Context: an optimization exercise on an open-source flow, tuned for small area, a short achievable clock period and few clock cycles per item. The choices shown serve that exercise and are no tape-out recipe. In this exercise RTL edits were held to simulation tests only and were not proved equivalent to the original. Power and IR drop assume default switching activity.

==> inputs of lagoon <==
==> flow/design.v <==
`timescale 1ns/1ps
module dijkstra_top
(
    input  logic    clk,
    input  logic    reset,
    input  logic    edge_valid,
    input  logic [4-1:0]   node_count,
    input  logic [4-1:0]   edge_src,
    input  logic [4-1:0]   edge_dst,
    input  logic [4-1:0] edge_weight,
    input  logic    edge_last,
    input  logic    dist_ready,
    output logic    edge_ready,
    output logic    dist_valid,
    output logic [4-1:0]   dist_node,
    output logic [8-1:0]   dist_value,
    output logic    dist_last
);
    localparam int NE = 24;
    localparam int NN = 16;
    localparam logic [7:0] INF = 8'd255;
    logic [3:0] ea [NE];           
    logic [3:0] eb [NE];           
    logic [3:0] ew [NE];           
    logic [NE-1:0] evalid;         
    logic [NE-1:0] dirty;
    logic [4:0] cnt;               
    logic       loaded;            
    logic [3:0] load_last_node;
    logic       dinit;             
    logic [7:0] d [NN];
    logic       er;                
    logic       fire;
    logic [4:0] wslot;
    logic       in_v;
    logic [4:0] in_slot;
    logic [3:0] in_a, in_b, in_w;
    logic       done;              
    logic       fv;
    logic [4:0] fk;
    logic [3:0] fa, fb, fw;
    logic       rv, rok;
    logic [4:0] rk;
    logic [3:0] ra, rb, rw;
    logic [7:0] rda, rdb;
    logic [NE-1:0] rr_mask;        
    logic       s_v;
    logic [3:0] s_idx, s_last_node;
    logic [NN-1:0] own;
    always_comb for (int i = 0; i < NN; i++) own[i] = (i == 0) || !s_v || (4'(i) < s_idx);
    function automatic logic [NE-1:0] first_one(input logic [NE-1:0] x);
        logic [NE-1:0] below;      
        below[0] = 1'b0;
        for (int j = 1; j < NE; j++) below[j] = below[j-1] | x[j-1];
        first_one = x & ~below;
    endfunction
    logic [NE-1:0] cand_hi, pick_oh, next_mask;
    logic          any_dirty, any_hi;
    logic [4:0]    pick;
    logic [3:0]    pa, pb, pw;
    always_comb begin
        cand_hi   = dirty & rr_mask;
        any_dirty = |dirty;
        any_hi    = |cand_hi;
        pick_oh   = any_hi ? first_one(cand_hi) : first_one(dirty);
        next_mask[0] = 1'b0;
        for (int j = 1; j < NE; j++) next_mask[j] = next_mask[j-1] | pick_oh[j-1];
        pick = '0;
        for (int j = 0; j < NE; j++) pick = pick | ({5{pick_oh[j]}} & 5'(j));
        pa = ea[pick];
        pb = eb[pick];
        pw = ew[pick];
    end
    wire do_pick = any_dirty;
    function automatic logic improves(input logic [7:0] dto, input logic [7:0] dfrom,
                                      input logic [3:0] w);
        logic [9:0] x, y, z, s, c;
        logic [10:0] g, p;         
        logic [10:0] gg, pp, gn, pn;
        x = {2'b00, dto};
        y = {2'b11, ~dfrom};
        z = {6'b111111, ~w};
        s = x ^ y ^ z;
        c = {(x[8:0] & y[8:0]) | (x[8:0] & z[8:0]) | (y[8:0] & z[8:0]), 1'b0};
        g = {s & c, 1'b1};
        p = {s ^ c, 1'b0};
        gg = g;
        pp = p;
        for (int k = 1; k < 11; k = k * 2) begin
            gn = gg;
            pn = pp;
            for (int i = k; i < 11; i++) begin
                gn[i] = gg[i] | (pp[i] & gg[i-k]);
                pn[i] = pp[i] & pp[i-k];
            end
            gg = gn;
            pp = pn;
        end
        improves = ~(p[10] ^ gg[9]);
    endfunction
    logic [8:0] ca, cb;            
    logic       upd_a, upd_b, chg, bounce;
    logic [3:0] wnode;
    logic [7:0] wval;
    always_comb begin
        cb = {1'b0, rda} + {5'b0, rw};
        ca = {1'b0, rdb} + {5'b0, rw};
        upd_b  = rv && rok && improves(rdb, rda, rw);
        upd_a  = rv && rok && improves(rda, rdb, rw);    
        chg    = upd_a || upd_b;
        bounce = rv && !rok;
        wnode  = upd_b ? rb : ra;
        wval   = upd_b ? cb[7:0] : ca[7:0];
    end
    logic [NE-1:0] mark;
    always_comb begin
        for (int j = 0; j < NE; j++)
            mark[j] = chg && evalid[j] && (ea[j] == wnode || eb[j] == wnode) &&
                      !(rk == 5'(j)) && !(fv && fk == 5'(j));
    end
    logic [7:0] fda, fdb;
    always_comb begin
        if (upd_b && rb == fa)      fda = cb[7:0];
        else if (upd_a && ra == fa) fda = ca[7:0];
        else                        fda = d[fa];
        if (upd_b && rb == fb)      fdb = cb[7:0];
        else if (upd_a && ra == fb) fdb = ca[7:0];
        else                        fdb = d[fb];
    end
    logic [NN-1:0] reached;
    always_comb for (int i = 0; i < NN; i++) reached[i] = own[i] && (d[i] != INF);
    logic new_dirty;
    always_comb new_dirty = reached[in_a] || reached[in_b] ||
                            (upd_a && (in_a == ra || in_b == ra)) ||
                            (upd_b && (in_a == rb || in_b == rb));
    always_comb for (int j = 0; j < NE; j++) evalid[j] = 5'(j) < cnt;
    wire pdone  = loaded && !done && !in_v && !any_dirty && !fv && !chg && !bounce && !s_v;
    assign fire  = edge_valid && er;
    assign wslot = done ? 5'd0 : cnt;
    wire s_fire  = s_v && dist_ready;
    always_ff @(posedge clk) begin
        if (!reset) begin
            in_v       <= 1'b0;
            done       <= 1'b0;
            er         <= 1'b1;
            edge_ready <= 1'b1;
            dirty      <= '0;
            cnt        <= '0;
            loaded     <= 1'b0;
            dinit      <= 1'b1;
            fv         <= 1'b0;
            rv         <= 1'b0;
            rr_mask    <= '1;
            s_v        <= 1'b0;
            dist_valid <= 1'b0;
        end else begin
            dinit <= 1'b0;
            in_v  <= fire;
            done  <= pdone;
            if (pdone) begin
                er         <= 1'b1;
                edge_ready <= 1'b1;
            end
            if (fire && edge_last) begin
                er         <= 1'b0;
                edge_ready <= 1'b0;
            end
            if (done) begin
                cnt    <= fire ? 5'd1 : 5'd0;
                loaded <= fire && edge_last;
            end else if (fire) begin
                cnt <= cnt + 1'b1;
                if (edge_last) loaded <= 1'b1;
            end
            for (int j = 0; j < NE; j++) begin
                if (pick_oh[j])
                    dirty[j] <= 1'b0;
                else if (mark[j] || (bounce && rk == 5'(j)))
                    dirty[j] <= 1'b1;
            end
            if (in_v) dirty[in_slot] <= new_dirty;
            fv <= do_pick;
            rv <= fv;
            if (do_pick) rr_mask <= next_mask;
            if (done) begin
                dirty       <= '0;
                s_v         <= 1'b1;
                dist_valid  <= 1'b1;
                s_idx       <= '0;
                dist_node   <= '0;
                s_last_node <= load_last_node;
                dist_last   <= 1'b0;
                dist_value  <= 8'd0;            
            end else if (s_fire) begin
                if (dist_last) begin
                    s_v        <= 1'b0;
                    dist_valid <= 1'b0;
                end
                s_idx      <= s_idx + 1'b1;
                dist_node  <= s_idx + 1'b1;
                dist_last  <= (s_idx + 1'b1) == s_last_node;
                dist_value <= d[s_idx + 1'b1];
            end
        end
    end
    always_ff @(posedge clk) begin
        in_a    <= edge_src;
        in_b    <= edge_dst;
        in_w    <= edge_weight;
        in_slot <= wslot;
        if (fire) load_last_node <= node_count - 1'b1;
        if (in_v) begin
            ea[in_slot] <= in_a;
            eb[in_slot] <= in_b;
            ew[in_slot] <= in_w;
        end
        if (do_pick) begin
            fk <= pick;
            fa <= pa;
            fb <= pb;
            fw <= pw;
        end
        if (fv) begin
            rk  <= fk;
            ra  <= fa;
            rb  <= fb;
            rw  <= fw;
            rda <= fda;
            rdb <= fdb;
            rok <= own[fa] && own[fb];
        end
        d[0] <= 8'd0;
        for (int i = 1; i < NN; i++) begin
            if (dinit)
                d[i] <= INF;
            else if (chg && wnode == 4'(i))
                d[i] <= wval;
            else if (s_v && s_idx == 4'(i))
                d[i] <= INF;           
        end
    end
endmodule
==> flow/run.sh <==
#!/bin/bash
# synth_recipe.tcl (not shown) runs the flow's synth.tcl, then flattens the netlist and writes it again
# the make line also repeats each setting of config.mk as NAME=value (left out here)
make -C /OpenROAD-flow-scripts/flow DESIGN_CONFIG=/design/flow/config.mk WORK_HOME=/design/flow/orfs CLKGATE_MAP_FILE= SYNTH_SCRIPT=/design/flow/synth_recipe.tcl finish
==> flow/config.mk <==
export PLATFORM = sky130hd
export DESIGN_NAME = dijkstra_top
export DESIGN_NICKNAME = dijkstra_top
export VERILOG_FILES = /design/flow/design.v
export SDC_FILE = /design/flow/constraint.sdc
export NUM_CORES = 4
export LEC_CHECK = 0
export CAP_MARGIN = 20
export CORE_MARGIN = 2
export CORE_UTILIZATION = 40
export SLEW_MARGIN = 20
==> flow/constraint.sdc <==
create_clock -name core_clock -period 12.0 [get_ports {clk}]
set_input_delay 2.4000 -clock core_clock [delete_from_list [all_inputs] [get_ports {clk}]]
set_output_delay 2.4000 -clock core_clock [all_outputs]
set_load 0.01 [all_outputs]
==> fjord: changes against lagoon <==
==> flow/design.v, changed modules only <==
module dijkstra_top
(
    input  logic    clk,
    input  logic    reset,
    input  logic    edge_valid,
    input  logic [4-1:0]   node_count,
    input  logic [4-1:0]   edge_src,
    input  logic [4-1:0]   edge_dst,
    input  logic [4-1:0] edge_weight,
    input  logic    edge_last,
    input  logic    dist_ready,
    output logic    edge_ready,
    output logic    dist_valid,
    output logic [4-1:0]   dist_node,
    output logic [8-1:0]   dist_value,
    output logic    dist_last
);
    localparam int NE = 24;
    localparam int NN = 16;
    localparam logic [7:0] INF = 8'd255;
    logic       in_v, in_last;
    logic [3:0] in_a, in_b, in_w, in_last_node;
    logic [3:0] ea [NE];           
    logic [3:0] eb [NE];           
    logic [3:0] ew [NE];           
    logic [NE-1:0] evalid;         
    logic [NE-1:0] dirty;
    logic [4:0] cnt;               
    logic       loaded;            
    logic [3:0] load_last_node;
    logic       dinit;             
    logic [7:0] d [NN];
    logic       fv;
    logic [4:0] fk;
    logic [3:0] fa, fb, fw;
    logic       rv, rok;
    logic [4:0] rk;
    logic [3:0] ra, rb, rw;
    logic [7:0] rda, rdb;
    logic [4:0] rr;                
    logic [3:0] s_idx, s_last_node;
    logic [NN-1:0] own;
    always_comb for (int i = 0; i < NN; i++) own[i] = (i == 0) || !dist_valid || (4'(i) < s_idx);
    logic [NE-1:0] hi_mask, cand_hi;
    logic          any_dirty, any_hi;
    logic [4:0]    pick_lo, pick_hi, pick;
    always_comb begin
        for (int j = 0; j < NE; j++) hi_mask[j] = (5'(j) >= rr);
        cand_hi   = dirty & hi_mask;
        any_dirty = |dirty;
        any_hi    = |cand_hi;
        pick_lo = '0;
        for (int j = NE-1; j >= 0; j--) if (dirty[j]) pick_lo = 5'(j);
        pick_hi = '0;
        for (int j = NE-1; j >= 0; j--) if (cand_hi[j]) pick_hi = 5'(j);
        pick = any_hi ? pick_hi : pick_lo;
    end
    wire do_pick = any_dirty;
    function automatic logic improves(input logic [7:0] dto, input logic [7:0] dfrom,
                                      input logic [3:0] w);
        logic [9:0] x, y, z, s, c;
        logic [10:0] t;
        x = {2'b00, dto};
        y = {2'b11, ~dfrom};
        z = {6'b111111, ~w};
        s = x ^ y ^ z;
        c = {(x[8:0] & y[8:0]) | (x[8:0] & z[8:0]) | (y[8:0] & z[8:0]), 1'b0};
        t = {s, 1'b1} + {c, 1'b1};     
        improves = ~t[10];
    endfunction
    logic [8:0] ca, cb;            
    logic       upd_a, upd_b, chg, bounce;
    logic [3:0] wnode;
    logic [7:0] wval;
    always_comb begin
        cb = {1'b0, rda} + {5'b0, rw};
        ca = {1'b0, rdb} + {5'b0, rw};
        upd_b  = rv && rok && improves(rdb, rda, rw);
        upd_a  = rv && rok && improves(rda, rdb, rw);    
        chg    = upd_a || upd_b;
        bounce = rv && !rok;
        wnode  = upd_b ? rb : ra;
        wval   = upd_b ? cb[7:0] : ca[7:0];
    end
    logic [NE-1:0] mark;
    always_comb begin
        for (int j = 0; j < NE; j++)
            mark[j] = chg && evalid[j] && (ea[j] == wnode || eb[j] == wnode) &&
                      !(rk == 5'(j)) && !(fv && fk == 5'(j));
    end
    logic [7:0] fda, fdb;
    always_comb begin
        if (upd_b && rb == fa)      fda = cb[7:0];
        else if (upd_a && ra == fa) fda = ca[7:0];
        else                        fda = d[fa];
        if (upd_b && rb == fb)      fdb = cb[7:0];
        else if (upd_a && ra == fb) fdb = ca[7:0];
        else                        fdb = d[fb];
    end
    logic [NN-1:0] reached;
    always_comb for (int i = 0; i < NN; i++) reached[i] = own[i] && (d[i] != INF);
    logic new_dirty;
    always_comb new_dirty = reached[in_a] || reached[in_b] ||
                            (upd_a && (in_a == ra || in_b == ra)) ||
                            (upd_b && (in_a == rb || in_b == rb));
    always_comb for (int j = 0; j < NE; j++) evalid[j] = 5'(j) < cnt;
    wire done   = loaded && !any_dirty && !fv && !rv && !dist_valid;
    wire s_fire = dist_valid && dist_ready;
    always_ff @(posedge clk) begin
        if (!reset) begin
            in_v       <= 1'b0;
            edge_ready <= 1'b1;
            dirty      <= '0;
            cnt        <= '0;
            loaded     <= 1'b0;
            dinit      <= 1'b1;
            fv         <= 1'b0;
            rv         <= 1'b0;
            rr         <= '0;
            dist_valid <= 1'b0;
        end else begin
            dinit <= 1'b0;
            in_v <= edge_valid && edge_ready;
            if (edge_valid && edge_ready && edge_last) edge_ready <= 1'b0;
            if (in_v) begin
                cnt         <= cnt + 1'b1;
                if (in_last) loaded <= 1'b1;
            end
            for (int j = 0; j < NE; j++) begin
                if (do_pick && pick == 5'(j))
                    dirty[j] <= 1'b0;
                else if (mark[j] || (bounce && rk == 5'(j)))
                    dirty[j] <= 1'b1;
            end
            if (in_v) dirty[cnt] <= new_dirty;
            fv <= do_pick;
            rv <= fv;
            if (do_pick) rr <= (pick == 5'(NE-1)) ? 5'd0 : pick + 1'b1;
            if (done) begin
                loaded      <= 1'b0;
                dirty       <= '0;
                cnt         <= '0;
                edge_ready  <= 1'b1;
                dist_valid  <= 1'b1;
                s_idx       <= '0;
                s_last_node <= load_last_node;
                dist_last   <= 1'b0;
                dist_value  <= 8'd0;            
            end else if (s_fire) begin
                if (dist_last) dist_valid <= 1'b0;
                s_idx      <= s_idx + 1'b1;
                dist_last  <= (s_idx + 1'b1) == s_last_node;
                dist_value <= d[s_idx + 1'b1];
            end
        end
    end
    always_ff @(posedge clk) begin
        in_a    <= edge_src;
        in_b    <= edge_dst;
        in_w    <= edge_weight;
        in_last <= edge_last;
        in_last_node <= node_count - 1'b1;
        if (in_v) begin
            ea[cnt] <= in_a;
            eb[cnt] <= in_b;
            ew[cnt] <= in_w;
            load_last_node <= in_last_node;
        end
        if (do_pick) begin
            fk <= pick;
            fa <= ea[pick];
            fb <= eb[pick];
            fw <= ew[pick];
        end
        if (fv) begin
            rk  <= fk;
            ra  <= fa;
            rb  <= fb;
            rw  <= fw;
            rda <= fda;
            rdb <= fdb;
            rok <= own[fa] && own[fb];
        end
        d[0] <= 8'd0;
        for (int i = 1; i < NN; i++) begin
            if (dinit)
                d[i] <= INF;
            else if (chg && wnode == 4'(i))
                d[i] <= wval;
            else if (dist_valid && s_idx == 4'(i))
                d[i] <= INF;           
        end
    end
    assign dist_node = s_idx;
endmodule
- CAP_MARGIN: 20 -> 50
- CORE_UTILIZATION: 40 -> 50
- CTS_CLUSTER_DIAMETER: default -> 100
- CTS_CLUSTER_SIZE: default -> 24
- SLEW_MARGIN: 20 -> 60
==> notes <==
- Against lagoon, the utilization of fjord is higher by 10 points.
- Against lagoon, the worst hold slack of fjord is lower by 0.016 ns.
- Via count: lagoon is larger than fjord (10%).
- Against lagoon, the clock-buffer cell count of fjord is lower by 35.
- Of lagoon and fjord, fjord has the higher sequential share of layout area (gap 2.1 points).
- In lagoon the setup slack is lower than in fjord, by 1.5 ns.
- Wire length: fjord is smaller than lagoon (2.9%).
- Of lagoon and fjord, lagoon has the higher synthesized cell count (gap about 12%, measured against fjord).
- Against fjord, the cell count of lagoon is higher by about 15%.
- Against lagoon, the clock skew of fjord is higher by 0.014 ns.
==> figures <==
metric                                                                                lagoon                fjord
Run status                                                  no timing/DRC/antenna violations  no timing/DRC/antenna violations
Post-Layout Cell Count                                                                  4449                 3864
Number of well taps                                                                     1060                  837
Worst hold margin                                                                   0.426 ns             0.410 ns
Sequential cell area in the final layout                                           14800 µm²            14600 µm²
Compound-Gate Fraction of Synth Area                                                   18.2%                15.2%
Data arrival time of the critical path                                               6.71 ns              5.42 ns
Fin worst setup slack                                                                5.65 ns              7.17 ns
Clock edge transition at the registers on the reported setup and hold paths          0.06 ns              0.09 ns
Internal power component                                                             3.44 mW              2.72 mW
Post-DP HPWL                                                                         89.4 mm              90.1 mm
Met3 track demand over resource in global routing                                      8.46%                10.2%
Clock network area share                                                               6.21%                2.94%
Summed area of non-filler cells in the final layout                                36500 µm²            34300 µm²
Data required, critical path                                                        12.36 ns             12.59 ns
Combinational cell fraction of total power                                              9.2%                13.6%
Fmax achieved                                                                      0.157 GHz            0.207 GHz
Capture point of the worst path                                              fw[1]$_DFFE_PP_  dirty[9]$_SDFF_PP0_
GRT Overall Usage                                                                      29.8%                38.5%
Wire length the detailed router placed on met1                                       52.4 mm              51.3 mm
Synthesized netlist cell count                                                          3409                 3031
Testbench counts of lagoon, summed over its fixed seeds: cycles 12,532, jobs 320.
Testbench counts of fjord, summed over its fixed seeds: cycles 12,684, jobs 320.

-- re-timing with driven ports --
No port has a modelled driver above. Below, the same layouts with a new extraction and two added sets of constraints. Step 1 sets driving cells, clkbuf_16 on the clock port and buf_2 on the other inputs (assumed; they add their load-dependent delay and slew). Step 2 also shifts input and output timing later by t, the mid clock arrival at the registers, as if the neighbouring blocks saw the same clock. Three values: ideal ports, drivers, drivers and shift; two values: the first two.
run	shift t [ns]	slack for setup (ns)	worst data-port slew with drivers (ns)	pins driven straight from the clock port
lagoon	0.696	5.648 / 5.648 / 5.648	0.04	1
fjord	0.728	7.165 / 7.165 / 7.165	0.06	1
After both steps setup and hold are still met in every run listed.
